Background: an optimization exercise with open tools, aiming at small area and a short achievable clock period. Do not read the settings as production practice. RTL that was checked went through simulation tests only; none was proved equivalent to the original. For run 1, only the layout was checked, not whether the RTL still works.

## flow/design.v (module list and top-level ports; edited modules follow where they fit)
// module spac_rap: 412 lines
// module spac_pt: 424 lines
// module single_particle_acceptance_cut: 111 lines
module single_particle_acceptance_cut #(
	parameter int unsigned MOMENTUM_BITS = 24
) (
	input  wire logic                            clk,
	input  wire logic                            arst_n,
	input  wire logic                            start,
	output logic                                 busy,
	input  wire logic [23:0]                     energy,
	input  wire logic signed [MOMENTUM_BITS-1:0] mom_x,
	input  wire logic signed [MOMENTUM_BITS-1:0] mom_y,
	input  wire logic signed [MOMENTUM_BITS-1:0] mom_z,
	output logic                                 done,
	output logic                                 accept,
	output logic [1:0]                           reject_reason,
	output logic [4:0]                           rapidity_bin
);
  // ...
==> flow/flow/run.sh <==
#!/bin/bash
# Standard ORFS layout (the standard.sh, unchanged synthesis), with the
# resizer asked for more setup slack than the period needs, so that timing
# repair shortens the critical paths. Clock period and constraints unchanged.
cd "$(dirname "$0")/.."
MARGIN=$(cat flow/margin.txt 2>/dev/null || echo 5)
export SETUP_SLACK_MARGIN=$MARGIN
echo "setup slack margin $SETUP_SLACK_MARGIN" > run_flow.log
cp standard.sh standard_copy.sh.txt 2>/dev/null
bash standard.sh >> run_flow.log 2>&1
==> flow/flow/margin.txt <==
9.5
==> flow/standard.sh <==
#!/bin/bash
# synth_recipe.tcl (not shown) runs the flow's synth.tcl, then flattens the netlist and writes it again
# the make line also repeats each setting of config.mk as NAME=value (left out here)
make -C /OpenROAD-flow-scripts/flow DESIGN_CONFIG=/design/flow/config.mk WORK_HOME=/design/flow/orfs CLKGATE_MAP_FILE= SYNTH_SCRIPT=/design/flow/synth_recipe.tcl "${@:-finish}"
==> flow/config.mk <==
export PLATFORM = sky130hd
export DESIGN_NAME = single_particle_acceptance_cut
export DESIGN_NICKNAME = single_particle_acceptance_cut
export VERILOG_FILES = /design/flow/design.v
export SDC_FILE = /design/flow/constraint.sdc
export NUM_CORES = 4
export LEC_CHECK = 0
export ABC_CLOCK_PERIOD_IN_PS = 9000
export CAP_MARGIN = 20
export CORE_MARGIN = 2
export CORE_UTILIZATION = 40
export SLEW_MARGIN = 20
==> flow/constraint.sdc <==
create_clock -name core_clock -period 14.0 [get_ports {clk}]
set_input_delay 2.8000 -clock core_clock [delete_from_list [all_inputs] [get_ports {clk}]]
set_output_delay 2.8000 -clock core_clock [all_outputs]
set_load 0.01 [all_outputs]
==> qor.json, run 1 <==
{
  "rsz0062_at_grt": {"value": "yes"},
  "multiInputGateArea": {"value": 40200, "unit": "sq um"},
  "number_of_buffers_on_the_longest_clock_path": {"value": 3},
  "largest_reg_flops": {"value": 27},
  "grt_first_pass_wirelength": {"value": 252000, "unit": "um"},
  "cell_types_with_the_highest_counts_after_synthesis": {"value": "sky130_fd_sc_hd__dfxtp_1 (1231), sky130_fd_sc_hd__inv_1 (820), sky130_fd_sc_hd__nor2_1 (545)"},
  "final-clk-cell-share": {"value": 0.0636},
  "placedCellCount": {"value": 9264},
  "maximum_number_of_pins_on_one_net_before_global_route_repair": {"value": 67},
  "crit_buf_inv": {"value": 1},
  "wirelength_met1": {"value": 67600, "unit": "um"},
  "vias": {"value": 48400},
  "worst_setup_path_end_kind": {"value": "output pin"},
  "setup_total_negative_slack": {"value": 0, "unit": "ns"},
  "mappedNetlistArea": {"value": 68600, "unit": "sq um"},
  "clkSinkCount": {"value": 1246},
  "syn_to_final_growth": {"value": 13.5, "unit": "%"},
  "number_of_global_route_vias_before_repair": {"value": 48700},
  "multi_input_cells": {"value": 4817},
  "synth-warning-count": {"value": 3},
  "nets": {"value": 8162},
  "number_of_antenna_repair_diodes": {"value": 1},
  "cts_buffer_count": {"value": 139},
  "outcome": {"value": "no timing/DRC/antenna violations"},
  "all_layer_gr_usage": {"value": 0.173},
  "whs_path_depth": {"value": 0},
  "tritoncts": {"value": "done"},
  "synthesis.instances": {"value": 7163},
  "critical-path-top-delay-family": {"value": "buffers and inverters"},
  "setup_violations": {"value": 0},
  "timing.critical_path.arrival": {"value": 1.62, "unit": "ns"},
  "start_kind": {"value": "register"},
  "yosys.cell_types.count": {"value": 105},
  "crit_path_start": {"value": "rapidity_bin[2]$_SDFF_PP0_"},
  "timing.max_slew.rel_slack": {"value": 0.298}
}
==> module spac_rap, before the edit <==
module spac_rap (
	input  wire logic        clk,
	input  wire logic [23:0] e_i,       
	input  wire logic [23:0] pz_i,      
	output logic [4:0]       cnt_o,
	output logic             eq_o,
	output logic             rz_o       
);
	function automatic logic [2:0] sel(input logic [6:0] y, input logic [2:0] dh);
		logic [6:0] u;
		logic       ge2, ge1, ge0, gem1;
		u = {~y[6], y[5:0]};
		ge2 = 1'b0; ge1 = 1'b0; ge0 = 1'b0; gem1 = 1'b0;
		case (dh)
			3'd0: begin
				ge2 = (u[6] & (u[5] | (u[4] | (u[3] & (u[2] & (u[1] | (u[0] | 1'b1)))))));
				ge1 = (u[6] & (u[5] | (u[4] | (u[3] | (u[2] & (u[1] | (u[0] | 1'b1)))))));
				ge0 = (u[6] | (u[5] & (u[4] & (u[3] & (u[2] & (u[1] | (u[0] | 1'b1)))))));
				gem1 = (u[6] | (u[5] & (u[4] & (u[3] | (u[2] | (u[1] & (u[0] & 1'b1)))))));
			end
			3'd1: begin
				ge2 = (u[6] & (u[5] | (u[4] | (u[3] & (u[2] & (u[1] & (u[0] | 1'b1)))))));
				ge1 = (u[6] & (u[5] | (u[4] | (u[3] | (u[2] & (u[1] | (u[0] | 1'b1)))))));
				ge0 = (u[6] | (u[5] & (u[4] & (u[3] & (u[2] | (u[1] & (u[0] | 1'b1)))))));
				gem1 = (u[6] | (u[5] & (u[4] & (u[3] | (u[2] | (u[1] | (u[0] & 1'b1)))))));
			end
			3'd2: begin
				ge2 = (u[6] & (u[5] | (u[4] | (u[3] & (u[2] & (u[1] & (u[0] & 1'b1)))))));
				ge1 = (u[6] & (u[5] | (u[4] | (u[3] | (u[2] & (u[1] | (u[0] | 1'b1)))))));
				ge0 = (u[6] | (u[5] & (u[4] & (u[3] & (u[2] | (u[1] & (u[0] | 1'b1)))))));
				gem1 = (u[6] | (u[5] & (u[4] & (u[3] | (u[2] | (u[1] | (u[0] | 1'b1)))))));
			end
			3'd3: begin
				ge2 = (u[6] & (u[5] | (u[4] & (u[3] | (u[2] | (u[1] | (u[0] | 1'b1)))))));
				ge1 = (u[6] & (u[5] | (u[4] | (u[3] | (u[2] & (u[1] | (u[0] | 1'b1)))))));
				ge0 = (u[6] | (u[5] & (u[4] & (u[3] & (u[2] | (u[1] & (u[0] | 1'b1)))))));
				gem1 = (u[6] | (u[5] & (u[4] | (u[3] & (u[2] & (u[1] & (u[0] | 1'b1)))))));
			end
			3'd4: begin
				ge2 = (u[6] & (u[5] | (u[4] & (u[3] | (u[2] | (u[1] & (u[0] | 1'b1)))))));
				ge1 = (u[6] & (u[5] | (u[4] | (u[3] | (u[2] & (u[1] & (u[0] | 1'b1)))))));
				ge0 = (u[6] | (u[5] & (u[4] & (u[3] & (u[2] | (u[1] | (u[0] | 1'b1)))))));
				gem1 = (u[6] | (u[5] & (u[4] | (u[3] & (u[2] & (u[1] | (u[0] | 1'b1)))))));
			end
			3'd5: begin
				ge2 = (u[6] & (u[5] | (u[4] & (u[3] | (u[2] & (u[1] | (u[0] | 1'b1)))))));
				ge1 = (u[6] & (u[5] | (u[4] | (u[3] | (u[2] & (u[1] & (u[0] | 1'b1)))))));
				ge0 = (u[6] | (u[5] & (u[4] & (u[3] & (u[2] | (u[1] | (u[0] | 1'b1)))))));
				gem1 = (u[6] | (u[5] & (u[4] | (u[3] & (u[2] & (u[1] | (u[0] | 1'b1)))))));
			end
			3'd6: begin
				ge2 = (u[6] & (u[5] | (u[4] & (u[3] | (u[2] & (u[1] | (u[0] | 1'b1)))))));
				ge1 = (u[6] & (u[5] | (u[4] | (u[3] & (u[2] | (u[1] | (u[0] | 1'b1)))))));
				ge0 = (u[6] | (u[5] & (u[4] & (u[3] & (u[2] | (u[1] | (u[0] | 1'b1)))))));
				gem1 = (u[6] | (u[5] & (u[4] | (u[3] & (u[2] | (u[1] & (u[0] | 1'b1)))))));
			end
			3'd7: begin
				ge2 = (u[6] & (u[5] | (u[4] & (u[3] & (u[2] | (u[1] | (u[0] | 1'b1)))))));
				ge1 = (u[6] & (u[5] | (u[4] | (u[3] & (u[2] | (u[1] | (u[0] | 1'b1)))))));
				ge0 = (u[6] | (u[5] & (u[4] & (u[3] & (u[2] | (u[1] | (u[0] | 1'b1)))))));
				gem1 = (u[6] | (u[5] & (u[4] | (u[3] & (u[2] | (u[1] | (u[0] | 1'b1)))))));
			end
			default: ;
		endcase
		if (ge2)       sel = 3'd2;
		else if (ge1)  sel = 3'd1;
		else if (ge0)  sel = 3'd0;
		else if (gem1) sel = 3'b111;
		else           sel = 3'b110;
	endfunction
	logic signed [25:0] p_w, m_w;
	assign p_w = $signed({2'b00, e_i}) + $signed({{2{pz_i[23]}}, pz_i});
	assign m_w = $signed({2'b00, e_i}) - $signed({{2{pz_i[23]}}, pz_i});
	logic [4:0] lz_w;
	always_comb begin
		lz_w = 5'd0;
		for (int i = 0; i < 25; i++)
			if (m_w[i]) lz_w = 5'(24 - i);
	end
	logic [24:0] p_a, m_a;
	logic [4:0]  lz_a;
	logic        kin_a;
	always_ff @(posedge clk) begin
		p_a   <= p_w[24:0];
		m_a   <= m_w[24:0];
		lz_a  <= lz_w;
		kin_a <= (p_w <= 0) || (m_w <= 0);
	end
	logic [24:0] d_w;
	logic [28:0] x_w;
	assign d_w = m_a << lz_a;
	assign x_w = {4'd0, p_a} << lz_a;
	logic        ovf_w;
	assign ovf_w = ({4'd0, p_a[24:4]} >= m_a);
	logic [27:0] a1_w, b1_w, y1_w, s1_w, c1_w, m1_w;
	logic [6:0]  yh1_w;
	logic [2:0]  q1_w;
	assign a1_w  = {3'd0, x_w[28:4]};
	assign b1_w  = 28'd0;
	assign yh1_w = a1_w[27:21];
	assign q1_w  = sel(yh1_w, d_w[23:0][23:21]);
	assign m1_w  = (q1_w[1] && !q1_w[0]) ? {2'b01, d_w[23:0], 1'b0} : {3'b001, d_w[23:0]};
	assign y1_w  = (!q1_w[2] && q1_w != 3'd0) ? ~m1_w : q1_w[2] ? m1_w : 28'd0;
	assign s1_w  = a1_w ^ b1_w ^ y1_w;
	assign c1_w  = {((a1_w[26:0] & b1_w[26:0]) | (a1_w[26:0] & y1_w[26:0]) | (b1_w[26:0] & y1_w[26:0])), (!q1_w[2] && q1_w != 3'd0)};
	logic [25:0] wsn_b, wcn_b;    
	logic [23:0] d_b;
	logic [3:0]  f_b;
	logic [2:0]  dg_b;
	logic        kin_b, ovf_b;
	always_ff @(posedge clk) begin
		wsn_b <= ~s1_w[25:0];
		wcn_b <= ~c1_w[25:0];
		d_b   <= d_w[23:0];
		f_b   <= x_w[3:0];
		dg_b  <= q1_w;
		kin_b <= kin_a;
		ovf_b <= ovf_w;
	end
	logic [1:0] oq1_w;
	assign oq1_w = dg_b[1:0];
	logic [27:0] a2_w, b2_w, y2_w, s2_w, c2_w, m2_w;
	logic [6:0]  yh2_w;
	logic [2:0]  q2_w;
	assign a2_w  = {~wsn_b, f_b[3:2]};
	assign b2_w  = {~wcn_b, 2'b00};
	assign yh2_w = a2_w[27:21] + b2_w[27:21];
	assign q2_w  = sel(yh2_w, d_b[23:21]);
	assign m2_w  = (q2_w[1] && !q2_w[0]) ? {2'b01, d_b, 1'b0} : {3'b001, d_b};
	assign y2_w  = (!q2_w[2] && q2_w != 3'd0) ? ~m2_w : q2_w[2] ? m2_w : 28'd0;
	assign s2_w  = a2_w ^ b2_w ^ y2_w;
	assign c2_w  = {((a2_w[26:0] & b2_w[26:0]) | (a2_w[26:0] & y2_w[26:0]) | (b2_w[26:0] & y2_w[26:0])), (!q2_w[2] && q2_w != 3'd0)};
	logic [25:0] wsn_s2, wcn_s2;
	logic [23:0] d_s2;
	logic [2:0]  dg_s2;
	always_ff @(posedge clk) begin
		wsn_s2 <= ~s2_w[25:0];
		wcn_s2 <= ~c2_w[25:0];
		d_s2  <= d_b;
		dg_s2 <= q2_w;
	end
	logic [1:0] f_s2;
	always_ff @(posedge clk) f_s2 <= f_b[1:0];
	logic [1:0] qq_s2;
	logic kin_s2, ovf_s2;
	always_ff @(posedge clk) begin qq_s2 <= oq1_w; kin_s2 <= kin_b; ovf_s2 <= ovf_b; end
	logic [3:0] oq2_w;
	assign oq2_w = {qq_s2, 2'b00} + {{2{dg_s2[2]}}, dg_s2[1:0]};
	logic [27:0] a3_w, b3_w, y3_w, s3_w, c3_w, m3_w;
	logic [6:0]  yh3_w;
	logic [2:0]  q3_w;
	assign a3_w  = {~wsn_s2, f_s2[1:0]};
	assign b3_w  = {~wcn_s2, 2'b00};
	assign yh3_w = a3_w[27:21] + b3_w[27:21];
	assign q3_w  = sel(yh3_w, d_s2[23:21]);
	assign m3_w  = (q3_w[1] && !q3_w[0]) ? {2'b01, d_s2, 1'b0} : {3'b001, d_s2};
	assign y3_w  = (!q3_w[2] && q3_w != 3'd0) ? ~m3_w : q3_w[2] ? m3_w : 28'd0;
	assign s3_w  = a3_w ^ b3_w ^ y3_w;
	assign c3_w  = {((a3_w[26:0] & b3_w[26:0]) | (a3_w[26:0] & y3_w[26:0]) | (b3_w[26:0] & y3_w[26:0])), (!q3_w[2] && q3_w != 3'd0)};
	logic [25:0] wsn_s3, wcn_s3;
	logic [23:0] d_s3;
	logic [2:0]  dg_s3;
	always_ff @(posedge clk) begin
		wsn_s3 <= ~s3_w[25:0];
		wcn_s3 <= ~c3_w[25:0];
		d_s3  <= d_s2;
		dg_s3 <= q3_w;
	end
	logic [3:0] qq_s3;
	logic kin_s3, ovf_s3;
	always_ff @(posedge clk) begin qq_s3 <= oq2_w; kin_s3 <= kin_s2; ovf_s3 <= ovf_s2; end
	logic [5:0] oq3_w;
	assign oq3_w = {qq_s3, 2'b00} + {{4{dg_s3[2]}}, dg_s3[1:0]};
	logic [27:0] a4_w, b4_w, y4_w, s4_w, c4_w, m4_w;
	logic [6:0]  yh4_w;
	logic [2:0]  q4_w;
	assign a4_w  = {~wsn_s3, 2'b00};
	assign b4_w  = {~wcn_s3, 2'b00};
	assign yh4_w = a4_w[27:21] + b4_w[27:21];
	assign q4_w  = sel(yh4_w, d_s3[23:21]);
	assign m4_w  = (q4_w[1] && !q4_w[0]) ? {2'b01, d_s3, 1'b0} : {3'b001, d_s3};
	assign y4_w  = (!q4_w[2] && q4_w != 3'd0) ? ~m4_w : q4_w[2] ? m4_w : 28'd0;
	assign s4_w  = a4_w ^ b4_w ^ y4_w;
	assign c4_w  = {((a4_w[26:0] & b4_w[26:0]) | (a4_w[26:0] & y4_w[26:0]) | (b4_w[26:0] & y4_w[26:0])), (!q4_w[2] && q4_w != 3'd0)};
	logic [25:0] wsn_s4, wcn_s4;
	logic [23:0] d_s4;
	logic [2:0]  dg_s4;
	always_ff @(posedge clk) begin
		wsn_s4 <= ~s4_w[25:0];
		wcn_s4 <= ~c4_w[25:0];
		d_s4  <= d_s3;
		dg_s4 <= q4_w;
	end
	logic [5:0] qq_s4;
	logic kin_s4, ovf_s4;
	always_ff @(posedge clk) begin qq_s4 <= oq3_w; kin_s4 <= kin_s3; ovf_s4 <= ovf_s3; end
	logic [7:0] oq4_w;
	assign oq4_w = {qq_s4, 2'b00} + {{6{dg_s4[2]}}, dg_s4[1:0]};
	logic [27:0] a5_w, b5_w, y5_w, s5_w, c5_w, m5_w;
	logic [6:0]  yh5_w;
	logic [2:0]  q5_w;
	assign a5_w  = {~wsn_s4, 2'b00};
	assign b5_w  = {~wcn_s4, 2'b00};
	assign yh5_w = a5_w[27:21] + b5_w[27:21];
	assign q5_w  = sel(yh5_w, d_s4[23:21]);
	assign m5_w  = (q5_w[1] && !q5_w[0]) ? {2'b01, d_s4, 1'b0} : {3'b001, d_s4};
	assign y5_w  = (!q5_w[2] && q5_w != 3'd0) ? ~m5_w : q5_w[2] ? m5_w : 28'd0;
	assign s5_w  = a5_w ^ b5_w ^ y5_w;
	assign c5_w  = {((a5_w[26:0] & b5_w[26:0]) | (a5_w[26:0] & y5_w[26:0]) | (b5_w[26:0] & y5_w[26:0])), (!q5_w[2] && q5_w != 3'd0)};
	logic [25:0] wsn_s5, wcn_s5;
	logic [23:0] d_s5;
	logic [2:0]  dg_s5;
	always_ff @(posedge clk) begin
		wsn_s5 <= ~s5_w[25:0];
		wcn_s5 <= ~c5_w[25:0];
		d_s5  <= d_s4;
		dg_s5 <= q5_w;
	end
	logic [7:0] qq_s5;
	logic kin_s5, ovf_s5;
	always_ff @(posedge clk) begin qq_s5 <= oq4_w; kin_s5 <= kin_s4; ovf_s5 <= ovf_s4; end
	logic [9:0] oq5_w;
	assign oq5_w = {qq_s5, 2'b00} + {{8{dg_s5[2]}}, dg_s5[1:0]};
	logic [5:0] sq5_w, sqm5_w;
	assign sq5_w  = kin_s5 ? 6'd62 : ovf_s5 ? 6'd42 : spac_pkg::prefix_state(oq5_w);
	assign sqm5_w = kin_s5 ? 6'd62 : ovf_s5 ? 6'd42 : spac_pkg::prefix_state(oq5_w - 10'd1);
	logic [27:0] a6_w, b6_w, y6_w, s6_w, c6_w, m6_w;
	logic [6:0]  yh6_w;
	logic [2:0]  q6_w;
	assign a6_w  = {~wsn_s5, 2'b00};
	assign b6_w  = {~wcn_s5, 2'b00};
	assign yh6_w = a6_w[27:21] + b6_w[27:21];
	assign q6_w  = sel(yh6_w, d_s5[23:21]);
	assign m6_w  = (q6_w[1] && !q6_w[0]) ? {2'b01, d_s5, 1'b0} : {3'b001, d_s5};
	assign y6_w  = (!q6_w[2] && q6_w != 3'd0) ? ~m6_w : q6_w[2] ? m6_w : 28'd0;
	assign s6_w  = a6_w ^ b6_w ^ y6_w;
	assign c6_w  = {((a6_w[26:0] & b6_w[26:0]) | (a6_w[26:0] & y6_w[26:0]) | (b6_w[26:0] & y6_w[26:0])), (!q6_w[2] && q6_w != 3'd0)};
	logic [25:0] wsn_s6, wcn_s6;
	logic [23:0] d_s6;
	logic [2:0]  dg_s6;
	always_ff @(posedge clk) begin
		wsn_s6 <= ~s6_w[25:0];
		wcn_s6 <= ~c6_w[25:0];
		d_s6  <= d_s5;
		dg_s6 <= q6_w;
	end
	logic [5:0] sq_s6, sqm_s6;
	always_ff @(posedge clk) begin sq_s6 <= sq5_w; sqm_s6 <= sqm5_w; end
	logic [5:0] sq6_w, sqm6_w;
	logic [1:0] vq6_w, vm6_w;
	assign vq6_w = dg_s6[1:0];
	assign vm6_w = dg_s6[1:0] - 2'd1;
	assign sq6_w  = dg_s6[2] ? spac_pkg::next_state2(sqm_s6, vq6_w, 11) : spac_pkg::next_state2(sq_s6, vq6_w, 11);
	assign sqm6_w = (!dg_s6[2] && dg_s6 != 3'd0) ? spac_pkg::next_state2(sq_s6, vm6_w, 11) : spac_pkg::next_state2(sqm_s6, vm6_w, 11);
	logic [27:0] a7_w, b7_w, y7_w, s7_w, c7_w, m7_w;
	logic [6:0]  yh7_w;
	logic [2:0]  q7_w;
	assign a7_w  = {~wsn_s6, 2'b00};
	assign b7_w  = {~wcn_s6, 2'b00};
	assign yh7_w = a7_w[27:21] + b7_w[27:21];
	assign q7_w  = sel(yh7_w, d_s6[23:21]);
	assign m7_w  = (q7_w[1] && !q7_w[0]) ? {2'b01, d_s6, 1'b0} : {3'b001, d_s6};
	assign y7_w  = (!q7_w[2] && q7_w != 3'd0) ? ~m7_w : q7_w[2] ? m7_w : 28'd0;
	assign s7_w  = a7_w ^ b7_w ^ y7_w;
	assign c7_w  = {((a7_w[26:0] & b7_w[26:0]) | (a7_w[26:0] & y7_w[26:0]) | (b7_w[26:0] & y7_w[26:0])), (!q7_w[2] && q7_w != 3'd0)};
	logic [25:0] wsn_s7, wcn_s7;
	logic [23:0] d_s7;
	logic [2:0]  dg_s7;
	always_ff @(posedge clk) begin
		wsn_s7 <= ~s7_w[25:0];
		wcn_s7 <= ~c7_w[25:0];
		d_s7  <= d_s6;
		dg_s7 <= q7_w;
	end
	logic [5:0] sq_s7, sqm_s7;
	always_ff @(posedge clk) begin sq_s7 <= sq6_w; sqm_s7 <= sqm6_w; end
	logic [5:0] sq7_w, sqm7_w;
	logic [1:0] vq7_w, vm7_w;
	assign vq7_w = dg_s7[1:0];
	assign vm7_w = dg_s7[1:0] - 2'd1;
	assign sq7_w  = dg_s7[2] ? spac_pkg::next_state2(sqm_s7, vq7_w, 9) : spac_pkg::next_state2(sq_s7, vq7_w, 9);
	assign sqm7_w = (!dg_s7[2] && dg_s7 != 3'd0) ? spac_pkg::next_state2(sq_s7, vm7_w, 9) : spac_pkg::next_state2(sqm_s7, vm7_w, 9);
	logic [27:0] a8_w, b8_w, y8_w, s8_w, c8_w, m8_w;
	logic [6:0]  yh8_w;
	logic [2:0]  q8_w;
	assign a8_w  = {~wsn_s7, 2'b00};
	assign b8_w  = {~wcn_s7, 2'b00};
	assign yh8_w = a8_w[27:21] + b8_w[27:21];
	assign q8_w  = sel(yh8_w, d_s7[23:21]);
	assign m8_w  = (q8_w[1] && !q8_w[0]) ? {2'b01, d_s7, 1'b0} : {3'b001, d_s7};
	assign y8_w  = (!q8_w[2] && q8_w != 3'd0) ? ~m8_w : q8_w[2] ? m8_w : 28'd0;
	assign s8_w  = a8_w ^ b8_w ^ y8_w;
	assign c8_w  = {((a8_w[26:0] & b8_w[26:0]) | (a8_w[26:0] & y8_w[26:0]) | (b8_w[26:0] & y8_w[26:0])), (!q8_w[2] && q8_w != 3'd0)};
	logic [25:0] wsn_s8, wcn_s8;
	logic [23:0] d_s8;
	logic [2:0]  dg_s8;
	always_ff @(posedge clk) begin
		wsn_s8 <= ~s8_w[25:0];
		wcn_s8 <= ~c8_w[25:0];
		d_s8  <= d_s7;
		dg_s8 <= q8_w;
	end
	logic [5:0] sq_s8, sqm_s8;
	always_ff @(posedge clk) begin sq_s8 <= sq7_w; sqm_s8 <= sqm7_w; end
	logic [5:0] sq8_w, sqm8_w;
	logic [1:0] vq8_w, vm8_w;
	assign vq8_w = dg_s8[1:0];
	assign vm8_w = dg_s8[1:0] - 2'd1;
	assign sq8_w  = dg_s8[2] ? spac_pkg::next_state2(sqm_s8, vq8_w, 7) : spac_pkg::next_state2(sq_s8, vq8_w, 7);
	assign sqm8_w = (!dg_s8[2] && dg_s8 != 3'd0) ? spac_pkg::next_state2(sq_s8, vm8_w, 7) : spac_pkg::next_state2(sqm_s8, vm8_w, 7);
	logic [27:0] a9_w, b9_w, y9_w, s9_w, c9_w, m9_w;
	logic [6:0]  yh9_w;
	logic [2:0]  q9_w;
	assign a9_w  = {~wsn_s8, 2'b00};
	assign b9_w  = {~wcn_s8, 2'b00};
	assign yh9_w = a9_w[27:21] + b9_w[27:21];
	assign q9_w  = sel(yh9_w, d_s8[23:21]);
	assign m9_w  = (q9_w[1] && !q9_w[0]) ? {2'b01, d_s8, 1'b0} : {3'b001, d_s8};
	assign y9_w  = (!q9_w[2] && q9_w != 3'd0) ? ~m9_w : q9_w[2] ? m9_w : 28'd0;
	assign s9_w  = a9_w ^ b9_w ^ y9_w;
	assign c9_w  = {((a9_w[26:0] & b9_w[26:0]) | (a9_w[26:0] & y9_w[26:0]) | (b9_w[26:0] & y9_w[26:0])), (!q9_w[2] && q9_w != 3'd0)};
	logic [25:0] wsn_s9, wcn_s9;
	logic [23:0] d_s9;
	logic [2:0]  dg_s9;
	always_ff @(posedge clk) begin
		wsn_s9 <= ~s9_w[25:0];
		wcn_s9 <= ~c9_w[25:0];
		d_s9  <= d_s8;
		dg_s9 <= q9_w;
	end
	logic [5:0] sq_s9, sqm_s9;
	always_ff @(posedge clk) begin sq_s9 <= sq8_w; sqm_s9 <= sqm8_w; end
	logic [5:0] sq9_w, sqm9_w;
	logic [1:0] vq9_w, vm9_w;
	assign vq9_w = dg_s9[1:0];
	assign vm9_w = dg_s9[1:0] - 2'd1;
	assign sq9_w  = dg_s9[2] ? spac_pkg::next_state2(sqm_s9, vq9_w, 5) : spac_pkg::next_state2(sq_s9, vq9_w, 5);
	assign sqm9_w = (!dg_s9[2] && dg_s9 != 3'd0) ? spac_pkg::next_state2(sq_s9, vm9_w, 5) : spac_pkg::next_state2(sqm_s9, vm9_w, 5);
	logic [27:0] a10_w, b10_w, y10_w, s10_w, c10_w, m10_w;
	logic [6:0]  yh10_w;
	logic [2:0]  q10_w;
	assign a10_w  = {~wsn_s9, 2'b00};
	assign b10_w  = {~wcn_s9, 2'b00};
	assign yh10_w = a10_w[27:21] + b10_w[27:21];
	assign q10_w  = sel(yh10_w, d_s9[23:21]);
	assign m10_w  = (q10_w[1] && !q10_w[0]) ? {2'b01, d_s9, 1'b0} : {3'b001, d_s9};
	assign y10_w  = (!q10_w[2] && q10_w != 3'd0) ? ~m10_w : q10_w[2] ? m10_w : 28'd0;
	assign s10_w  = a10_w ^ b10_w ^ y10_w;
	assign c10_w  = {((a10_w[26:0] & b10_w[26:0]) | (a10_w[26:0] & y10_w[26:0]) | (b10_w[26:0] & y10_w[26:0])), (!q10_w[2] && q10_w != 3'd0)};
	logic [25:0] wsn_s10, wcn_s10;
	logic [23:0] d_s10;
	logic [2:0]  dg_s10;
	always_ff @(posedge clk) begin
		wsn_s10 <= ~s10_w[25:0];
		wcn_s10 <= ~c10_w[25:0];
		d_s10  <= d_s9;
		dg_s10 <= q10_w;
	end
	logic [5:0] sq_s10, sqm_s10;
	always_ff @(posedge clk) begin sq_s10 <= sq9_w; sqm_s10 <= sqm9_w; end
	logic [5:0] sq10_w, sqm10_w;
	logic [1:0] vq10_w, vm10_w;
	assign vq10_w = dg_s10[1:0];
	assign vm10_w = dg_s10[1:0] - 2'd1;
	assign sq10_w  = dg_s10[2] ? spac_pkg::next_state2(sqm_s10, vq10_w, 3) : spac_pkg::next_state2(sq_s10, vq10_w, 3);
	assign sqm10_w = (!dg_s10[2] && dg_s10 != 3'd0) ? spac_pkg::next_state2(sq_s10, vm10_w, 3) : spac_pkg::next_state2(sqm_s10, vm10_w, 3);
	logic [27:0] a11_w, b11_w, y11_w, s11_w, c11_w, m11_w;
	logic [6:0]  yh11_w;
	logic [2:0]  q11_w;
	assign a11_w  = {~wsn_s10, 2'b00};
	assign b11_w  = {~wcn_s10, 2'b00};
	assign yh11_w = a11_w[27:21] + b11_w[27:21];
	assign q11_w  = sel(yh11_w, d_s10[23:21]);
	assign m11_w  = (q11_w[1] && !q11_w[0]) ? {2'b01, d_s10, 1'b0} : {3'b001, d_s10};
	assign y11_w  = (!q11_w[2] && q11_w != 3'd0) ? ~m11_w : q11_w[2] ? m11_w : 28'd0;
	assign s11_w  = a11_w ^ b11_w ^ y11_w;
	assign c11_w  = {((a11_w[26:0] & b11_w[26:0]) | (a11_w[26:0] & y11_w[26:0]) | (b11_w[26:0] & y11_w[26:0])), (!q11_w[2] && q11_w != 3'd0)};
	logic [25:0] wsn_l, wcn_l;
	logic [23:0] d_l;
	logic [2:0]  dg_l;
	always_ff @(posedge clk) begin
		wsn_l <= ~s11_w[25:0];
		wcn_l <= ~c11_w[25:0];
		d_l  <= d_s10;
		dg_l <= q11_w;
	end
	logic [5:0] sq_l, sqm_l;
	always_ff @(posedge clk) begin sq_l <= sq10_w; sqm_l <= sqm10_w; end
	logic [5:0] sq11_w, sqm11_w;
	logic [1:0] vq11_w, vm11_w;
	assign vq11_w = dg_l[1:0];
	assign vm11_w = dg_l[1:0] - 2'd1;
	assign sq11_w  = dg_l[2] ? spac_pkg::next_state2(sqm_l, vq11_w, 1) : spac_pkg::next_state2(sq_l, vq11_w, 1);
	assign sqm11_w = (!dg_l[2] && dg_l != 3'd0) ? spac_pkg::next_state2(sq_l, vm11_w, 1) : spac_pkg::next_state2(sqm_l, vm11_w, 1);
	logic [25:0] ws_l, wc_l, w_w;
	assign ws_l = ~wsn_l;
	assign wc_l = ~wcn_l;
	assign w_w = ws_l + wc_l;
	logic        neg_w;
	assign neg_w = w_w[25];
	logic [25:0] zs_w, zc_w, dd_w;
	assign dd_w = {2'b01, d_l};
	assign zs_w = ws_l ^ wc_l ^ dd_w;
	assign zc_w = {((ws_l[24:0] & wc_l[24:0]) | (ws_l[24:0] & dd_w[24:0]) | (wc_l[24:0] & dd_w[24:0])), 1'b0};
	logic        z0_w, zd_w;
	assign z0_w = ((ws_l ^ wc_l) == {(ws_l[24:0] | wc_l[24:0]), 1'b0});
	assign zd_w = ((zs_w ^ zc_w) == {(zs_w[24:0] | zc_w[24:0]), 1'b0});
	always_ff @(posedge clk) begin
		{cnt_o, eq_o} <= neg_w ? sqm11_w : sq11_w;
		rz_o <= neg_w ? zd_w : z0_w;
	end
endmodule
==> run 2: changes to the inputs <==
--- a/flow/design.v
+++ b/flow/design.v
@@ -87,5 +87,9 @@
 	endfunction
 	function automatic logic [5:0] next_state2(input logic [5:0] st, input logic [1:0] v, input int j);
-		next_state2 = next_state(next_state(st, v[1], j), v[0], j - 1);
+		logic [1:0] eb;
+		eb = {edge_bit(st[5:1], j), edge_bit(st[5:1], j - 1)};
+		if (st[0] && v > eb)      next_state2 = {st[5:1] + 5'd1, 1'b0};
+		else if (st[0] && v < eb) next_state2 = {st[5:1], 1'b0};
+		else                      next_state2 = st;
 	endfunction
 endpackage
@@ -345,6 +349,9 @@
 	assign vq6_w = dg_s6[1:0];
 	assign vm6_w = dg_s6[1:0] - 2'd1;
-	assign sq6_w  = dg_s6[2] ? spac_pkg::next_state2(sqm_s6, vq6_w, 11) : spac_pkg::next_state2(sq_s6, vq6_w, 11);
-	assign sqm6_w = (!dg_s6[2] && dg_s6 != 3'd0) ? spac_pkg::next_state2(sq_s6, vm6_w, 11) : spac_pkg::next_state2(sqm_s6, vm6_w, 11);
+	logic [5:0] fq6_w, fm6_w;
+	assign fq6_w  = dg_s6[2] ? sqm_s6 : sq_s6;
+	assign fm6_w  = (!dg_s6[2] && dg_s6 != 3'd0) ? sq_s6 : sqm_s6;
+	assign sq6_w  = spac_pkg::next_state2(fq6_w, vq6_w, 11);
+	assign sqm6_w = spac_pkg::next_state2(fm6_w, vm6_w, 11);
 	logic [27:0] a7_w, b7_w, y7_w, s7_w, c7_w, m7_w;
 	logic [6:0]  yh7_w;
@@ -373,6 +380,9 @@
 	assign vq7_w = dg_s7[1:0];
 	assign vm7_w = dg_s7[1:0] - 2'd1;
-	assign sq7_w  = dg_s7[2] ? spac_pkg::next_state2(sqm_s7, vq7_w, 9) : spac_pkg::next_state2(sq_s7, vq7_w, 9);
-	assign sqm7_w = (!dg_s7[2] && dg_s7 != 3'd0) ? spac_pkg::next_state2(sq_s7, vm7_w, 9) : spac_pkg::next_state2(sqm_s7, vm7_w, 9);
+	logic [5:0] fq7_w, fm7_w;
+	assign fq7_w  = dg_s7[2] ? sqm_s7 : sq_s7;
+	assign fm7_w  = (!dg_s7[2] && dg_s7 != 3'd0) ? sq_s7 : sqm_s7;
+	assign sq7_w  = spac_pkg::next_state2(fq7_w, vq7_w, 9);
+	assign sqm7_w = spac_pkg::next_state2(fm7_w, vm7_w, 9);
 	logic [27:0] a8_w, b8_w, y8_w, s8_w, c8_w, m8_w;
 	logic [6:0]  yh8_w;
@@ -401,6 +411,9 @@
 	assign vq8_w = dg_s8[1:0];
 	assign vm8_w = dg_s8[1:0] - 2'd1;
-	assign sq8_w  = dg_s8[2] ? spac_pkg::next_state2(sqm_s8, vq8_w, 7) : spac_pkg::next_state2(sq_s8, vq8_w, 7);
-	assign sqm8_w = (!dg_s8[2] && dg_s8 != 3'd0) ? spac_pkg::next_state2(sq_s8, vm8_w, 7) : spac_pkg::next_state2(sqm_s8, vm8_w, 7);
+	logic [5:0] fq8_w, fm8_w;
+	assign fq8_w  = dg_s8[2] ? sqm_s8 : sq_s8;
+	assign fm8_w  = (!dg_s8[2] && dg_s8 != 3'd0) ? sq_s8 : sqm_s8;
+	assign sq8_w  = spac_pkg::next_state2(fq8_w, vq8_w, 7);
+	assign sqm8_w = spac_pkg::next_state2(fm8_w, vm8_w, 7);
 	logic [27:0] a9_w, b9_w, y9_w, s9_w, c9_w, m9_w;
 	logic [6:0]  yh9_w;
@@ -429,6 +442,9 @@
 	assign vq9_w = dg_s9[1:0];
 	assign vm9_w = dg_s9[1:0] - 2'd1;
-	assign sq9_w  = dg_s9[2] ? spac_pkg::next_state2(sqm_s9, vq9_w, 5) : spac_pkg::next_state2(sq_s9, vq9_w, 5);
-	assign sqm9_w = (!dg_s9[2] && dg_s9 != 3'd0) ? spac_pkg::next_state2(sq_s9, vm9_w, 5) : spac_pkg::next_state2(sqm_s9, vm9_w, 5);
+	logic [5:0] fq9_w, fm9_w;
+	assign fq9_w  = dg_s9[2] ? sqm_s9 : sq_s9;
+	assign fm9_w  = (!dg_s9[2] && dg_s9 != 3'd0) ? sq_s9 : sqm_s9;
+	assign sq9_w  = spac_pkg::next_state2(fq9_w, vq9_w, 5);
+	assign sqm9_w = spac_pkg::next_state2(fm9_w, vm9_w, 5);
 	logic [27:0] a10_w, b10_w, y10_w, s10_w, c10_w, m10_w;
 	logic [6:0]  yh10_w;
@@ -457,6 +473,9 @@
 	assign vq10_w = dg_s10[1:0];
 	assign vm10_w = dg_s10[1:0] - 2'd1;
-	assign sq10_w  = dg_s10[2] ? spac_pkg::next_state2(sqm_s10, vq10_w, 3) : spac_pkg::next_state2(sq_s10, vq10_w, 3);
-	assign sqm10_w = (!dg_s10[2] && dg_s10 != 3'd0) ? spac_pkg::next_state2(sq_s10, vm10_w, 3) : spac_pkg::next_state2(sqm_s10, vm10_w, 3);
+	logic [5:0] fq10_w, fm10_w;
+	assign fq10_w  = dg_s10[2] ? sqm_s10 : sq_s10;
+	assign fm10_w  = (!dg_s10[2] && dg_s10 != 3'd0) ? sq_s10 : sqm_s10;
+	assign sq10_w  = spac_pkg::next_state2(fq10_w, vq10_w, 3);
+	assign sqm10_w = spac_pkg::next_state2(fm10_w, vm10_w, 3);
 	logic [27:0] a11_w, b11_w, y11_w, s11_w, c11_w, m11_w;
 	logic [6:0]  yh11_w;
@@ -485,6 +504,9 @@
 	assign vq11_w = dg_l[1:0];
 	assign vm11_w = dg_l[1:0] - 2'd1;
-	assign sq11_w  = dg_l[2] ? spac_pkg::next_state2(sqm_l, vq11_w, 1) : spac_pkg::next_state2(sq_l, vq11_w, 1);
-	assign sqm11_w = (!dg_l[2] && dg_l != 3'd0) ? spac_pkg::next_state2(sq_l, vm11_w, 1) : spac_pkg::next_state2(sqm_l, vm11_w, 1);
+	logic [5:0] fq11_w, fm11_w;
+	assign fq11_w  = dg_l[2] ? sqm_l : sq_l;
+	assign fm11_w  = (!dg_l[2] && dg_l != 3'd0) ? sq_l : sqm_l;
+	assign sq11_w  = spac_pkg::next_state2(fq11_w, vq11_w, 1);
+	assign sqm11_w = spac_pkg::next_state2(fm11_w, vm11_w, 1);
 	logic [25:0] ws_l, wc_l, w_w;
 	assign ws_l = ~wsn_l;
@@ -493,14 +515,9 @@
 	logic        neg_w;
 	assign neg_w = w_w[25];
-	logic [25:0] zs_w, zc_w, dd_w;
-	assign dd_w = {2'b01, d_l};
-	assign zs_w = ws_l ^ wc_l ^ dd_w;
-	assign zc_w = {((ws_l[24:0] & wc_l[24:0]) | (ws_l[24:0] & dd_w[24:0]) | (wc_l[24:0] & dd_w[24:0])), 1'b0};
-	logic        z0_w, zd_w;
-	assign z0_w = ((ws_l ^ wc_l) == {(ws_l[24:0] | wc_l[24:0]), 1'b0});
-	assign zd_w = ((zs_w ^ zc_w) == {(zs_w[24:0] | zc_w[24:0]), 1'b0});
+	logic        z0_w;
+	assign z0_w = (w_w == 26'd0);
 	always_ff @(posedge clk) begin
 		{cnt_o, eq_o} <= neg_w ? sqm11_w : sq11_w;
-		rz_o <= neg_w ? zd_w : z0_w;
+		rz_o <= z0_w;
 	end
 endmodule
==> flow/flow/margin.txt (replaced) <==
9.4
==> run 2 against run 1 <==
Die area down 7.7%. Cell count down 11%. Largest cell class unchanged. Highest routed layer unchanged.
==> qor.json, run 2 <==
{
  "timing_worst_setup_path_type": {"value": "register to register", "change": "was register to output pin"},
  "synth_async_sr_flop_share": {"value": 0.0124, "change": "was 0.0120"},
  "setup_violations": {"value": 0, "change": "unchanged"},
  "worst-slew-pin-transition": {"value": 1.07, "unit": "ns", "change": "was 1.05 ns"},
  "syn_to_final_growth": {"value": 12.7, "unit": "%", "change": "was 13.5%"},
  "io_buffers": {"value": 107, "change": "unchanged"},
  "hold_ws": {"value": 0.315, "unit": "ns", "change": "was 0.283 ns"},
  "finalInstanceArea": {"value": 71300, "unit": "sq um", "change": "was 77900 sq um"},
  "vias": {"value": 43600, "change": "was 48400"},
  "maxSlewViolCount": {"value": 0, "change": "unchanged"},
  "yosys.cell_types.count": {"value": 117, "change": "was 105"},
  "synth_top_family_by_area": {"value": "adder cells", "change": "unchanged"},
  "start_kind": {"value": "register", "change": "unchanged"},
  "number_of_buffers_on_the_longest_clock_path": {"value": 3, "change": "unchanged"},
  "detailed_place.area": {"value": 66300, "unit": "sq um", "change": "was 71900 sq um"},
  "yosys_most_used_dff": {"value": "sky130_fd_sc_hd__dfxtp_1", "change": "unchanged"},
  "timing.critical_path.required": {"value": 14.63, "unit": "ns", "change": "was 11.20 ns"},
  "synth_edf_count": {"value": 0, "change": "unchanged"},
  "clock_insertion_delay_worst_skew": {"value": 0.75, "unit": "ns", "change": "was 0.78 ns"},
  "synthesis.nets": {"value": 7167, "change": "was 8116"},
  "largest_reg_flops": {"value": 27, "change": "unchanged"},
  "crit_buf_inv": {"value": 3, "change": "was 1"},
  "antenna_violations_before_repair": {"value": 1, "change": "was 0"},
  "synthDominantCellAreaShare": {"value": 0.379, "change": "was 0.359"},
  "netlist_top_cells_area": {"value": "sky130_fd_sc_hd__dfxtp_1 (38%), sky130_fd_sc_hd__fa_1 (12%), sky130_fd_sc_hd__mux2i_1 (8.6%)", "change": "was sky130_fd_sc_hd__dfxtp_1 (36%), sky130_fd_sc_hd__fa_1 (12%), sky130_fd_sc_hd__ha_1 (8.3%)"},
  "library_cell_contributing_the_largest_single_delay_on_the_critical_path": {"value": "sky130_fd_sc_hd__fa_1", "change": "was sky130_fd_sc_hd__clkdlybuf4s50_1"},
  "synthAdderAreaFrac": {"value": 0.197, "change": "was 0.200"},
  "most_frequent_cp_cell": {"value": "sky130_fd_sc_hd__fa_1"},
  "share_of_the_synthesized_area_in_compound_gates_ao_oa_aoi_oai": {"value": 0.130, "change": "was 0.122"},
  "critical_path.cell_chain": {"value": "ha_2 > or2_2 > fa_1 > fa_1 > inv_1 > fa_1 > inv_1 > fa_1 > fa_1 > inv_1 > fa_1", "change": "was clkdlybuf4s50_1"},
  "detailedRoute.firstIterationViolations": {"value": 2430, "change": "was 2962"},
  "path_clk_slew": {"value": 0.06, "unit": "ns", "change": "was 0.05 ns"},
  "ys_seq_area_frac": {"value": 0.385, "change": "was 0.365"},
  "drive_above_1_share": {"value": 0.0822, "change": "was 0.0965"},
  "wl_per_cell": {"value": 16.6, "unit": "um", "change": "was 15.9 um"},
  "nets": {"value": 7229, "change": "was 8162"},
  "rsz0062_at_grt": {"value": "no", "change": "was yes"},
  "setup_total_negative_slack": {"value": 0, "unit": "ns", "change": "unchanged"},
  "most_frequent_cells_in_the_layout": {"value": "sky130_fd_sc_hd__dfxtp_1 (1193), sky130_fd_sc_hd__inv_1 (770), sky130_fd_sc_hd__mux2i_1 (543)", "change": "was sky130_fd_sc_hd__dfxtp_1 (1215), sky130_fd_sc_hd__inv_1 (817), sky130_fd_sc_hd__nor2_1 (539)"},
  "clock_tree.root_cell": {"value": "sky130_fd_sc_hd__clkbuf_16", "change": "unchanged"},
  "core_region_area": {"value": 157000, "unit": "sq um", "change": "was 171000 sq um"},
  "min_from": {"value": "cls_d1[3]$_DFF_P_", "change": "was u_rap.ovf_b$_DFF_P_"},
  "cts_buffer_count": {"value": 134, "change": "was 139"},
  "h-tree-depth": {"value": 4, "change": "unchanged"},
  "grt_overflow_total": {"value": 0, "change": "unchanged"},
  "mappedNetlistArea": {"value": 63300, "unit": "sq um", "change": "was 68600 sq um"},
  "synth.avg_cell_area": {"value": 10.0, "unit": "sq um", "change": "was 9.58 sq um"},
  "rr_worst_depth": {"value": 11, "change": "was 18"},
  "most_frequent_standard_cell_in_the_layout_excluding_fill_and_tap_cells": {"value": "sky130_fd_sc_hd__dfxtp_1", "change": "unchanged"},
  "timing.max_slew.rel_slack": {"value": 0.281, "change": "was 0.298"},
  "whs_path_depth": {"value": 0, "change": "unchanged"},
  "cap_viol_max_count": {"value": 0, "change": "unchanged"},
  "regToRegStartpoint": {"value": "u_pt.x_s1[13]$_DFF_P_", "change": "was u_rap.sq_s6[1]$_SDFF_PP1_"},
  "yosys.area_share.xor_xnor": {"value": 0.0312, "change": "was 0.0554"},
  "synth_largest_area_cell": {"value": "sky130_fd_sc_hd__dfxtp_1", "change": "unchanged"},
  "gp_congestion": {"value": 0.874, "change": "was 0.854"},
  "outcome": {"value": "no timing/DRC/antenna violations", "change": "unchanged"},
  "drcViolationCount": {"value": 0, "change": "unchanged"},
  "synth_simple_gate_area_share": {"value": 0.0923, "change": "was 0.115"},
  "die_y": {"value": 402, "unit": "um", "change": "was 418 um"},
  "cell_types_with_the_highest_counts_after_synthesis": {"value": "sky130_fd_sc_hd__dfxtp_1 (1197), sky130_fd_sc_hd__inv_1 (770), sky130_fd_sc_hd__mux2i_1 (545)", "change": "was sky130_fd_sc_hd__dfxtp_1 (1231), sky130_fd_sc_hd__inv_1 (820), sky130_fd_sc_hd__nor2_1 (545)"},
  "critical-path-top-delay-family": {"value": "adder cells", "change": "was buffers and inverters"},
  "vias_per_cell": {"value": 5.11, "change": "was 5.07"},
  "tritoncts": {"value": "done", "change": "unchanged"},
  "clkSinkCount": {"value": 1212, "change": "was 1246"},
  "post_detailed_placement_half_perimeter_wirelength": {"value": 108000, "unit": "um", "change": "was 117000 um"},
  "row_count": {"value": 145, "change": "was 152"},
  "critical_path_peak_fanout": {"value": 14, "change": "was 1"},
  "critical_path.reg2reg.endpoint": {"value": "u_pt.r1_s2[13]$_DFF_P_"},
  "top_level_ports": {"value": 109, "change": "unchanged"},
  "max_freq": {"value": 0.226, "unit": "GHz", "change": "about the same"},
  "synth.most_common_cell": {"value": "sky130_fd_sc_hd__dfxtp_1", "change": "unchanged"},
  "all_layer_gr_usage": {"value": 0.175, "change": "was 0.173"},
  "worst-r2r-setup-slack": {"value": 9.57, "unit": "ns", "change": "was 9.63 ns"},
  "holdCritPathClass": {"value": "register to register", "change": "unchanged"},
  "number_of_global_route_vias_before_repair": {"value": 44700, "change": "was 48700"},
  "starting_density_of_the_core": {"value": 0.404, "change": "was 0.401"},
  "floorplan.die_area": {"value": 161000, "unit": "sq um", "change": "was 175000 sq um"},
  "worst_setup_path_end_kind": {"value": "register", "change": "was output pin"},
  "register_name_with_the_most_flops": {"value": "u_pt.r0_s2", "change": "unchanged"},
  "grt_first_pass_wirelength": {"value": 233000, "unit": "um", "change": "was 252000 um"},
  "synth.mux.area_fraction": {"value": 0.103, "change": "was 0.0821"},
  "wirelength": {"value": 141000, "unit": "um", "change": "was 152000 um"},
  "fp.dieW": {"value": 402, "unit": "um", "change": "was 418 um"},
  "ys_seq_elements": {"value": 1212, "change": "was 1246"},
  "worst_min_delay_path_endpoint": {"value": "cls_d2[3]$_DFF_P_", "change": "was u_rap.ovf_s2$_DFF_P_"},
  "ant_nets": {"value": 0, "change": "unchanged"},
  "drt_pass1_iterations": {"value": 6, "change": "unchanged"},
  "period_minus_slack": {"value": 4.43, "unit": "ns", "change": "was 4.42 ns"},
  "layout_worst_path_cycle_share": {"value": 0.316, "change": "about the same"},
  "slowest_delay": {"value": 0.55, "unit": "ns", "change": "was 0.54 ns"},
  "report.final.hold_viol_count": {"value": 0, "change": "unchanged"},
  "maximum_number_of_pins_on_one_net_before_global_route_repair": {"value": 63, "change": "was 67"},
  "timing.critical_path.arrival": {"value": 5.06, "unit": "ns", "change": "was 1.62 ns"},
  "fin_worst_skew": {"value": 0.0230, "unit": "ns", "change": "was 0.0470 ns"},
  "final_util": {"value": 0.455, "change": "was 0.456"},
  "synthesis.instances": {"value": 6304, "change": "was 7163"},
  "synth-warning-count": {"value": 3, "change": "unchanged"}
}
-- run 2: metal layers --
layer  share of wire  up-vias  GRT usage
li1                -    21500          -
met1            0.45    21000      0.219
met2            0.49      790      0.305
met3           0.032      262     0.0257
met4           0.029        0     0.0607
met5               0        -          0
-- run 2: cell type report --
class                      count  area, sq um
tap                         2058         2570
sequential                  1212        24300
multi-input combinational   4095        35400
antenna                        1         2.50
clock inverter                57          771
inverter                     771         2900
fill                       14800        85400
clock buffer                 186         3860
timing repair buffer         152         1500
-- run 2: repair_timing --
| action | CTS | global route |
|---|---|---|
| gates resized for setup | 14 | 41 |
| setup endpoints to repair | 138 | 314 |
| buffers inserted | 3 | 10 |
| hold buffers | 0 | 0 |
| pin swaps | 2 | 4 |
| gates cloned | 3 | 1 |
-- run 2: logic make-up after synthesis --
family,after synthesis
AO/OA/AOI/OAI,1253
XOR/XNOR,222
adder cells (fa/ha/maj),773
buffers and inverters,1001
flip-flops,1212
multiplexers,620
other,1
AND/OR/NAND/NOR,1222
-- run 2: how the worst max path moves through the flow --
stage | start | endpoint | slack [ns] | cells past startpoint
4_1_cts | u_rap.wcn_s9[19]$_DFF_P_ | u_rap.wsn_s10[12]$_DFF_P_ | 9.43 | 16
2_1_floorplan | u_pt.x_s1[13]$_DFF_P_ | u_pt.r1_s2[13]$_DFF_P_ | 9.46 | 12
3_3_place_gp | u_rap.wcn_s8[19]$_DFF_P_ | u_rap.wsn_s9[10]$_DFF_P_ | 8.75 | 14
3_5_place_dp | u_rap.wcn_s3[19]$_DFF_P_ | u_rap.wsn_s4[18]$_DFF_P_ | 8.97 | 14
6_report | u_pt.x_s1[13]$_DFF_P_ | u_pt.r1_s2[13]$_DFF_P_ | 9.57 | 11
5_1_grt | u_rap.wcn_s2[19]$_DFF_P_ | u_rap.wsn_s3[10]$_DFF_P_ | 9.35 | 15
-- run 2: through the flow --
| stage | setup slack, ns | instances |
|---|---|---|
| finish | 9.57 | 8532 |
| global route | 9.35 | 8531 |
| CTS | 9.43 | 8520 |
| detailed placement | 8.97 | 8271 |
| global placement | 8.75 | 8270 |
| floorplan | 9.46 | 6304 |
==> run 3: changes to the inputs <==
==> flow/flow/margin.txt (replaced) <==
10.0
==> run 3 against run 2 <==
Critical path depth up 1. Clock skew rose by 0.022 ns. Cell count up 2.0%. Area after synthesis unchanged. Die area did not move. Fmax rose by 7.7%. Sequential cell count unchanged. Clock-buffer cell count down 3. Global-route usage rose by 0.52 points. Highest routed layer unchanged.
==> qor.json, run 3 <==
{
  "period_minus_slack": {"value": 4.11, "unit": "ns", "change": "was 4.43 ns"},
  "io_buffers": {"value": 107, "change": "unchanged"},
  "vias": {"value": 44600, "change": "was 43600"},
  "ys_seq_elements": {"value": 1212, "change": "unchanged"},
  "grt_first_pass_wirelength": {"value": 240000, "unit": "um", "change": "was 233000 um"},
  "outcome": {"value": "no timing/DRC/antenna violations", "change": "unchanged"},
  "worst-slew-pin-transition": {"value": 1.10, "unit": "ns", "change": "was 1.07 ns"},
  "setup_violations": {"value": 0, "change": "unchanged"},
  "tritoncts": {"value": "done", "change": "unchanged"},
  "mappedNetlistArea": {"value": 63300, "unit": "sq um", "change": "unchanged"},
  "most_frequent_standard_cell_in_the_layout_excluding_fill_and_tap_cells": {"value": "sky130_fd_sc_hd__dfxtp_1", "change": "unchanged"},
  "all_layer_gr_usage": {"value": 0.180, "change": "was 0.175"},
  "synthesis.nets": {"value": 7167, "change": "unchanged"},
  "most_frequent_cp_cell": {"value": "sky130_fd_sc_hd__fa_2", "change": "was sky130_fd_sc_hd__fa_1"},
  "worst_setup_path_end_kind": {"value": "register", "change": "unchanged"},
  "report.final.hold_viol_count": {"value": 0, "change": "unchanged"},
  "path_clk_slew": {"value": 0.06, "unit": "ns", "change": "about the same"},
  "syn_to_final_growth": {"value": 18.8, "unit": "%", "change": "was 12.7%"},
  "cts_buffer_count": {"value": 134, "change": "unchanged"},
  "post_detailed_placement_half_perimeter_wirelength": {"value": 107000, "unit": "um", "change": "was 108000 um"},
  "nets": {"value": 7399, "change": "was 7229"},
  "wl_per_cell": {"value": 17.3, "unit": "um", "change": "was 16.6 um"},
  "drcViolationCount": {"value": 0, "change": "unchanged"},
  "yosys.cell_types.count": {"value": 117, "change": "unchanged"},
  "finalInstanceArea": {"value": 75200, "unit": "sq um", "change": "was 71300 sq um"},
  "timing.critical_path.required": {"value": 14.69, "unit": "ns", "change": "was 14.63 ns"},
  "row_count": {"value": 145, "change": "unchanged"},
  "largest_reg_flops": {"value": 27, "change": "unchanged"},
  "slowest_delay": {"value": 0.57, "unit": "ns", "change": "was 0.55 ns"},
  "antenna_violations_before_repair": {"value": 0, "change": "was 1"},
  "detailedRoute.firstIterationViolations": {"value": 2366, "change": "was 2430"},
  "gp_congestion": {"value": 0.911, "change": "was 0.874"},
  "synth_simple_gate_area_share": {"value": 0.0923, "change": "unchanged"},
  "yosys_most_used_dff": {"value": "sky130_fd_sc_hd__dfxtp_1", "change": "unchanged"},
  "rsz0062_at_grt": {"value": "yes", "change": "was no"},
  "yosys.area_share.xor_xnor": {"value": 0.0312, "change": "unchanged"},
  "setup_total_negative_slack": {"value": 0, "unit": "ns", "change": "unchanged"},
  "number_of_buffers_on_the_longest_clock_path": {"value": 3, "change": "unchanged"},
  "die_y": {"value": 402, "unit": "um", "change": "unchanged"},
  "starting_density_of_the_core": {"value": 0.404, "change": "unchanged"},
  "synth_largest_area_cell": {"value": "sky130_fd_sc_hd__dfxtp_1", "change": "unchanged"},
  "floorplan.die_area": {"value": 161000, "unit": "sq um", "change": "unchanged"},
  "number_of_global_route_vias_before_repair": {"value": 45300, "change": "was 44700"},
  "synth_edf_count": {"value": 0, "change": "unchanged"},
  "share_of_the_synthesized_area_in_compound_gates_ao_oa_aoi_oai": {"value": 0.130, "change": "unchanged"},
  "timing.max_slew.rel_slack": {"value": 0.261, "change": "was 0.281"},
  "cts-hold-fix-buffers": {"value": 0, "change": "unchanged"},
  "synth.most_common_cell": {"value": "sky130_fd_sc_hd__dfxtp_1", "change": "unchanged"},
  "cap_viol_max_count": {"value": 0, "change": "unchanged"},
  "synth-warning-count": {"value": 3, "change": "unchanged"},
  "max_freq": {"value": 0.243, "unit": "GHz", "change": "was 0.226 GHz"},
  "library_cell_contributing_the_largest_single_delay_on_the_critical_path": {"value": "sky130_fd_sc_hd__fa_2", "change": "was sky130_fd_sc_hd__fa_1"},
  "core_region_area": {"value": 157000, "unit": "sq um", "change": "unchanged"},
  "synth.avg_cell_area": {"value": 10.0, "unit": "sq um", "change": "unchanged"},
  "crit_buf_inv": {"value": 4, "change": "was 3"},
  "timing_worst_setup_path_type": {"value": "register to register", "change": "unchanged"},
  "most_frequent_cells_in_the_layout": {"value": "sky130_fd_sc_hd__dfxtp_1 (1173), sky130_fd_sc_hd__inv_1 (753), sky130_fd_sc_hd__mux2i_1 (483)", "change": "was sky130_fd_sc_hd__dfxtp_1 (1193), sky130_fd_sc_hd__inv_1 (770), sky130_fd_sc_hd__mux2i_1 (543)"},
  "timing.critical_path.arrival": {"value": 4.80, "unit": "ns", "change": "was 5.06 ns"},
  "start_kind": {"value": "register", "change": "unchanged"},
  "register_name_with_the_most_flops": {"value": "u_pt.r0_s2", "change": "unchanged"},
  "vias_per_cell": {"value": 5.12, "change": "was 5.11"},
  "synthesis.instances": {"value": 6304, "change": "unchanged"},
  "detailed_place.area": {"value": 66400, "unit": "sq um", "change": "was 66300 sq um"},
  "clock_insertion_delay_worst_skew": {"value": 0.76, "unit": "ns", "change": "was 0.75 ns"},
  "top_level_ports": {"value": 109, "change": "unchanged"},
  "drt_pass1_iterations": {"value": 7, "change": "was 6"},
  "drive_above_1_share": {"value": 0.152, "change": "was 0.0822"},
  "synthDominantCellAreaShare": {"value": 0.379, "change": "unchanged"},
  "h-tree-depth": {"value": 4, "change": "unchanged"},
  "maxSlewViolCount": {"value": 0, "change": "unchanged"},
  "critical_path.cell_chain": {"value": "buf_8 > ha_4 > or2_4 > fa_2 > inv_2 > fa_2 > fa_2 > inv_2 > fa_2 > fa_1 > inv_2 > fa_2", "change": "was ha_2 > or2_2 > fa_1 > fa_1 > inv_1 > fa_1 > inv_1 > fa_1 > fa_1 > inv_1 > fa_1"},
  "wirelength": {"value": 150000, "unit": "um", "change": "was 141000 um"},
  "netlist_top_cells_area": {"value": "sky130_fd_sc_hd__dfxtp_1 (38%), sky130_fd_sc_hd__fa_1 (12%), sky130_fd_sc_hd__mux2i_1 (8.6%)", "change": "unchanged"},
  "synthAdderAreaFrac": {"value": 0.197, "change": "unchanged"},
  "synth.mux.area_fraction": {"value": 0.103, "change": "unchanged"},
  "synth_top_family_by_area": {"value": "adder cells", "change": "unchanged"},
  "maximum_number_of_pins_on_one_net_before_global_route_repair": {"value": 63, "change": "unchanged"},
  "holdCritPathClass": {"value": "register to register", "change": "unchanged"},
  "clock_tree.root_cell": {"value": "sky130_fd_sc_hd__clkbuf_16", "change": "unchanged"},
  "critical-path-top-delay-family": {"value": "adder cells", "change": "unchanged"},
  "cell_types_with_the_highest_counts_after_synthesis": {"value": "sky130_fd_sc_hd__dfxtp_1 (1197), sky130_fd_sc_hd__inv_1 (770), sky130_fd_sc_hd__mux2i_1 (545)", "change": "unchanged"},
  "synth_async_sr_flop_share": {"value": 0.0124, "change": "unchanged"},
  "layout_worst_path_cycle_share": {"value": 0.294, "change": "was 0.316"},
  "ys_seq_area_frac": {"value": 0.385, "change": "unchanged"},
  "ant_nets": {"value": 0, "change": "unchanged"},
  "fp.dieW": {"value": 402, "unit": "um", "change": "unchanged"},
  "grt_overflow_total": {"value": 0, "change": "unchanged"},
  "clkSinkCount": {"value": 1212, "change": "unchanged"},
  "fin_worst_skew": {"value": 0.0452, "unit": "ns", "change": "was 0.0230 ns"},
  "critical_path_peak_fanout": {"value": 8, "change": "was 14"}
}
-- run 3: cell counts after synthesis --
No cell type changed its count.
-- run 3: routing by layer --
layer	track usage	vias up	routed length, um
met3	0.0242	255	4780
met1	0.222	21600	65400
li1	-	21900	-
met5	0	-	0
met2	0.323	842	75600
met4	0.0559	0	4390
-- run 3: cells by family (layout without fill, tap and decap cells) --
group | Yosys count | after routing
multiplexers | 620 | 620
AO/OA/AOI/OAI | 1253 | 1259
buffers and inverters | 1001 | 1330
XOR/XNOR | 222 | 222
adder cells (fa/ha/maj) | 773 | 773
AND/OR/NAND/NOR | 1222 | 1225
flip-flops | 1212 | 1212
other | 1 | 2
-- run 3: timing repair --
action / 4_1_cts / 5_1_grt
endpoints found under the hold margin: 0 / 0
pin swaps: 55 / 121
endpoints found under the setup margin: 532 / 498
gates cloned: 22 / 13
buffers inserted: 76 / 74
resized for setup: 225 / 323
-- run 3: final timing paths --
check / start / endpoint / slack [ns] / cells after the start
worst max-delay path: u_pt.x_s1[13]$_DFF_P_ / u_pt.r1_s2[15]$_DFF_P_ / 9.89 / 12
worst min-delay path: cls_d4[4]$_DFF_P_ / cls_d5[4]$_DFF_P_ / 0.32 / 0
worst max register to register: u_pt.x_s1[13]$_DFF_P_ / u_pt.r1_s2[15]$_DFF_P_ / 9.89 / 12
worst min register to register: cls_d4[4]$_DFF_P_ / cls_d5[4]$_DFF_P_ / 0.32 / 0
max in group asynchronous: arst_n / vld_q[7]$_DFF_PN0_ / 11.15 / 1
min in group asynchronous: arst_n / vld_q[14]$_DFF_PN0_ / 2.43 / 1
-- run 3: stage by stage --
step	utilization	std cells	setup slack, ns	hold slack (ns)
floorplan	-	6304	9.88	0.310
global placement	0.424	8273	8.93	0.312
detailed placement	0.424	8273	8.84	0.312
CTS	0.465	8613	9.87	0.319
global route	0.480	8700	9.80	0.318
finish	0.480	8701	9.89	0.319
-- run 3: final cells by class --
class	count	area, sq um
fill	14200	81600
clock buffer	183	3800
timing repair inverter	2	12.5
inverter	771	2920
timing repair buffer	315	3340
multi-input combinational	4100	37300
antenna	1	2.50
sequential	1212	24400
clock inverter	59	823
tap	2058	2570
==> run 4: changes to the inputs <==
==> flow/flow/margin.txt (replaced) <==
9.8
--- a/flow/config.mk
+++ b/flow/config.mk
@@ -11,2 +11,3 @@
 export CORE_UTILIZATION = 40
 export SLEW_MARGIN = 20
+export TNS_END_PERCENT = 20
==> run 4 against run 3 <==
Still clean. Synthesized cell count unchanged. Utilization decreased by 1.7 points. Worst hold slack got worse by 0.0067 ns. Die area unchanged. First-iteration DRC count increased by 5.5%. Cell count decreased by 1.5%. Sequential share of layout area increased by 1.1 points.
==> qor.json, run 4 <==
{
  "critical_path_peak_fanout": {"value": 14, "change": "was 8"},
  "rsz0062_at_grt": {"value": "yes", "change": "unchanged"},
  "cts-hold-fix-buffers": {"value": 0, "change": "unchanged"},
  "tritoncts": {"value": "done", "change": "unchanged"},
  "outcome": {"value": "no timing/DRC/antenna violations", "change": "unchanged"},
  "path_clk_slew": {"value": 0.06, "unit": "ns", "change": "about the same"},
  "synth.most_common_cell": {"value": "sky130_fd_sc_hd__dfxtp_1", "change": "unchanged"},
  "synth_edf_count": {"value": 0, "change": "unchanged"},
  "synthesis.instances": {"value": 6304, "change": "unchanged"},
  "netlist_top_cells_area": {"value": "sky130_fd_sc_hd__dfxtp_1 (38%), sky130_fd_sc_hd__fa_1 (12%), sky130_fd_sc_hd__mux2i_1 (8.6%)", "change": "unchanged"},
  "starting_density_of_the_core": {"value": 0.404, "change": "unchanged"},
  "h-tree-depth": {"value": 4, "change": "unchanged"},
  "ys_seq_area_frac": {"value": 0.385, "change": "unchanged"},
  "layout_worst_path_cycle_share": {"value": 0.314, "change": "was 0.294"},
  "synth.avg_cell_area": {"value": 10.0, "unit": "sq um", "change": "unchanged"},
  "synth-warning-count": {"value": 3, "change": "unchanged"},
  "drt_pass1_iterations": {"value": 8, "change": "was 7"},
  "start_kind": {"value": "register", "change": "unchanged"},
  "synth_largest_area_cell": {"value": "sky130_fd_sc_hd__dfxtp_1", "change": "unchanged"},
  "post_detailed_placement_half_perimeter_wirelength": {"value": 107000, "unit": "um", "change": "about the same"},
  "yosys.cell_types.count": {"value": 117, "change": "unchanged"},
  "timing.critical_path.arrival": {"value": 5.01, "unit": "ns", "change": "was 4.80 ns"},
  "fin_worst_skew": {"value": 0.0383, "unit": "ns", "change": "was 0.0452 ns"},
  "timing.max_slew.rel_slack": {"value": 0.313, "change": "was 0.261"},
  "clock_insertion_delay_worst_skew": {"value": 0.77, "unit": "ns", "change": "was 0.76 ns"},
  "maximum_number_of_pins_on_one_net_before_global_route_repair": {"value": 63, "change": "unchanged"},
  "syn_to_final_growth": {"value": 14.6, "unit": "%", "change": "was 18.8%"},
  "ant_nets": {"value": 0, "change": "unchanged"},
  "synthDominantCellAreaShare": {"value": 0.379, "change": "unchanged"},
  "synth_async_sr_flop_share": {"value": 0.0124, "change": "unchanged"},
  "nets": {"value": 7267, "change": "was 7399"},
  "cap_viol_max_count": {"value": 0, "change": "unchanged"},
  "dp_worst_setup_slack": {"value": 9.00, "unit": "ns", "change": "was 8.84 ns"}
}
## run 4: cell counts after synthesis
Identical to the previous run, type by type.
## run 4: final timing paths
check                                        startpoint                endpoint  slack (ns)  cells after the start
worst max register to register    u_pt.x_s1[13]$_DFF_P_  u_pt.r1_s2[16]$_DFF_P_        9.61                     12
worst min-delay path            u_rap.f_b[1]$_SDFF_PP0_   u_rap.f_s2[1]$_DFF_P_        0.31                      0
worst min register to register  u_rap.f_b[1]$_SDFF_PP0_   u_rap.f_s2[1]$_DFF_P_        0.31                      0
worst max-delay path              u_pt.x_s1[13]$_DFF_P_  u_pt.r1_s2[16]$_DFF_P_        9.61                     12
min in group asynchronous                        arst_n     vld_q[10]$_DFF_PN0_        2.43                      1
max in group asynchronous                        arst_n      vld_q[2]$_DFF_PN0_       11.15                      1
## run 4: layer usage
layer | GRT usage | part of all wire
met4 | 0.0563 | 0.028
met2 | 0.304 | 0.49
met1 | 0.220 | 0.44
met3 | 0.0260 | 0.033
met5 | 0 | 0.000069
## run 4: cell families (layout without fill, tap and decap cells)
| family | count (synthesis) | in the layout | synth area share |
|---|---|---|---|
| buffers and inverters | 1001 | 1199 | 0.0613 |
| XOR/XNOR | 222 | 222 | 0.0312 |
| AND/OR/NAND/NOR | 1222 | 1223 | 0.0923 |
| adder cells (fa/ha/maj) | 773 | 773 | 0.197 |
| multiplexers | 620 | 620 | 0.103 |
| flip-flops | 1212 | 1212 | 0.385 |
| AO/OA/AOI/OAI | 1253 | 1258 | 0.130 |
| other | 1 | 2 | 0.0000593 |
## run 4: layout make-up
cell class                      instances  area, sq um
Antenna cell                            1         2.50
Clock buffer                          177         3790
Inverter                              771         2900
Timing Repair inverter                  1         5.00
Fill cell                           14500        84200
Multi-Input combinational cell       4097        35900
Sequential cell                      1212        24400
Timing Repair Buffer                  188         2020
Clock inverter                         62          963
Tap cell                             2058         2570
## run 4: through the flow
step,utilization
6_report,0.463
5_1_grt,0.463
4_1_cts,0.457
3_5_place_dp,0.423
3_3_place_gp,0.423
2_1_floorplan,-
## run 4: worst max-delay path, delay by kind of cell, from the launching register on
kind,cells,cell delay (ns)
adders and majority gates,7,3.13
buffers and inverters,4,0.31
and+or+nand+nor,1,0.33
DFF,1,0.46
## run 4: timing repair
action | 4_1_cts | 5_1_grt
gates resized for setup | 43 | 121
cloned | 7 | 11
hold endpoints to repair | 0 | 0
pin swaps | 8 | 26
setup endpoints to repair | 434 | 509
buffers inserted | 14 | 22

[port drivers added, routing unchanged]
No port has a modelled driver above. Below, the same layouts with a new extraction and two added sets of constraints. Step 1 (the two cells are an assumption about what drives the block):
set clk [get_ports {clk}]
set_driving_cell -lib_cell sky130_fd_sc_hd__clkbuf_16 $clk
set_driving_cell -lib_cell sky130_fd_sc_hd__buf_2 [delete_from_list [all_inputs] $clk]
Step 2, shift: input delay + t, output delay - t, t = (earliest + latest rising clock arrival at the registers) / 2. This alone moves slack from input paths to output paths. a / b / c = ideal ports / drivers / drivers and shift; a / b = the first two.
| run | shift t [ns] | setup WS [ns] | clock arrival spread, ns |
|---|---|---|---|
| run 1 | 0.845 | 9.579 / 9.503 / 9.634 | 0.061 / 0.061 |
| run 2 | 0.821 | 9.569 / 9.524 / 9.569 | 0.029 / 0.029 |
| run 3 | 0.817 | 9.887 / 9.881 / 9.777 | 0.056 / 0.056 |
| run 4 | 0.824 | 9.608 / 9.539 / 9.608 | 0.044 / 0.044 |
After both steps setup and hold are still met in every run listed. For run 3, which loses most, drivers alone change the setup slack by -0.006 ns; drivers and shift together by -0.110 ns.
